What follows belongs to an exercise in optimizing a design on an open flow for small area; a production flow would make more cautious choices. The RTL was checked by simulation tests, not by an equivalence proof against the original design. Power figures rest on the tool's default switching activity, not on a simulated workload.

## the baseline
// radar_ctrl_top
module radar_ctrl_top #(
	parameter int unsigned sync_stages = 2,
	parameter int unsigned time_width = 64
) (
	input  logic                  clk,
	input  logic                  rst,
	input  logic                  sclk,
	input  logic                  cs,
	input  logic                  mosi,
	output logic [time_width-1:0] sys_time,
	output logic                  time_update,
	output logic                  busy,
	output logic                  pulse,
	output logic                  blank,
	output logic [47:0]           freq_word,
	output logic                  frame_error,
	output logic                  cmd_reject
);
	function automatic logic sum_eq(input logic [31:0] a, input logic [31:0] b,
		input logic [31:0] k);
		logic [31:0] c;
		c[0] = 1'b0;
		for (int i = 1; i < 32; i++)
			c[i] = (a[i-1] & b[i-1]) | ((a[i-1] | b[i-1]) & ~k[i-1]);
		sum_eq = ((a ^ b ^ k) == c);
	endfunction
	logic [1:0] sclk_sync;
	logic [1:0] cs_sync;
	logic [1:0] mosi_sync;
	logic sclk_d;
	logic cs_d;
	logic [8:0] bit_cnt;
	logic frame_valid;
	logic [407:0] sh;
	logic late;  
	logic late_bit;
	wire sclk_s = sclk_sync[1];
	wire cs_s = cs_sync[1];
	wire mosi_s = mosi_sync[1];
	wire sclk_rise = sclk_s & ~sclk_d;
	wire cs_rise = cs_s & ~cs_d;
	wire cs_fall = ~cs_s & cs_d;
	wire shift = sclk_rise & ~cs_s;
	always_ff @(posedge clk)
	begin
		if (rst)
		begin
			sclk_sync <= '0;
			cs_sync <= '1;
			mosi_sync <= '0;
			sclk_d <= 1'b0;
			cs_d <= 1'b1;
			bit_cnt <= '0;
			frame_valid <= 1'b0;
			frame_error <= 1'b0;
		end
		else
		begin
			sclk_sync <= {sclk_sync[0], sclk};
			cs_sync <= {cs_sync[0], cs};
			mosi_sync <= {mosi_sync[0], mosi};
			sclk_d <= sclk_s;
			cs_d <= cs_s;
			if (cs_fall)
				bit_cnt <= '0;
			else if (shift && bit_cnt != 9'd409)
				bit_cnt <= bit_cnt + 1'b1;
			frame_valid <= cs_rise && (bit_cnt == 9'd408);
			frame_error <= cs_rise && (bit_cnt != 9'd408);
		end
	end
	always_ff @(posedge clk)
	begin
		late <= shift && frame_valid;
		late_bit <= mosi_s;
		if ((shift && !frame_valid) || late)
			sh <= {sh[406:0], late ? late_bit : mosi_s};
	end
	logic ti_eq_tp;  
	logic [2:0] span_st;  
	localparam logic [2:0] span_pos = 3'd3;  
	localparam logic [2:0] span_neg = 3'd4;  
  ...
Size: roughly 3100 cells after synthesis, about 1300 flip-flops, roughly 120 I/O pins, roughly 49000 um^2 of cells after synthesis.
==> flow/config.mk <==
export PLATFORM = sky130hd
export DESIGN_NAME = radar_ctrl_top
export DESIGN_NICKNAME = radar_ctrl_top
export VERILOG_FILES = /design/flow/design.v
export SDC_FILE = /design/flow/constraint.sdc
export NUM_CORES = 4
export LEC_CHECK = 0
export CAP_MARGIN = 0
export CORE_MARGIN = 2
export CORE_UTILIZATION = 70
export PLACE_DENSITY = 0.8
export SLEW_MARGIN = 0
==> flow/constraint.sdc <==
create_clock -name core_clock -period 10.0 [get_ports {clk}]
set_input_delay 2.0000 -clock core_clock [delete_from_list [all_inputs] [get_ports {clk}]]
set_output_delay 2.0000 -clock core_clock [all_outputs]
set_load 0.01 [all_outputs]
standard.sh (not shown) runs the stock make flow with config.mk's settings and CLKGATE_MAP_FILE= SYNTH_SCRIPT=/design/flow/synth_recipe.tcl, a recipe that flattens the netlist after the stock synthesis.
==> flow/flow/run.sh <==
#!/bin/bash
# Standard ORFS layout, with CTS told not to add dummy loads.
set -euo pipefail
export CTS_ARGS="-sink_clustering_enable -repair_clock_nets -dont_use_dummy_load -sink_clustering_size 16 -sink_clustering_max_diameter 80 -buf_list sky130_fd_sc_hd__clkbuf_8"
export BUFFER_PORTS_ARGS="-buffer_cell sky130_fd_sc_hd__buf_1"
bash standard.sh > standard_flow.log 2>&1
Relative to the baseline, the following input files were edited for the candidate:
Settings: CAP_MARGIN now 20, was 0; PLACE_DENSITY now 0.7, was 0.8; CORE_UTILIZATION now 60, was 70; CTS_CLUSTER_DIAMETER now 100, previously not set; CTS_CLUSTER_SIZE now 28, previously not set; SLEW_MARGIN now 20, was 0.
Notes after the runs:
Higher wire length of the first global-routing pass was reported by the candidate, not the baseline.
For the final total power, the candidate came in 0.032 mW higher than the baseline did.
Compared with the baseline, in the candidate starting density of the core has decreased, number of detailed-route iterations in the first pass has decreased, post-synthesis register bit count has remained practically unchanged, clock skew has increased.
The baseline → the candidate: depth of the worst register-to-register path increased 1, number of core rows increased 8, worst setup slack increased 0.32 ns.

==> re-timing with driven ports <==
How much do the figures lean on ideal ports? The routed layouts below were timed once more, with nothing changed but the port constraints.
Step 1: set_driving_cell puts a clkbuf_16 on clk and a buf_2 on each other input, an assumption about the parent block.
Step 2 moves the port delays by t, midway between the first and last clock arrival at a register: inputs arrive t later, outputs are due t later. That takes back most of the time a late clock gives input paths.
Slacks: ideal / step 1 / step 2; pairs: ideal / step 1.
run | shift t [ns] | slack for setup (ns) | latest minus earliest clock arrival (ns) | cell pins on the clock port's net
the baseline | 0.753 | 2.604 / 2.604 / 2.604 | 0.078 / 0.078 | 1
the candidate | 0.764 | 2.925 / 2.925 / 2.925 | 0.114 / 0.114 | 1
After both steps every run listed still meets setup and hold.
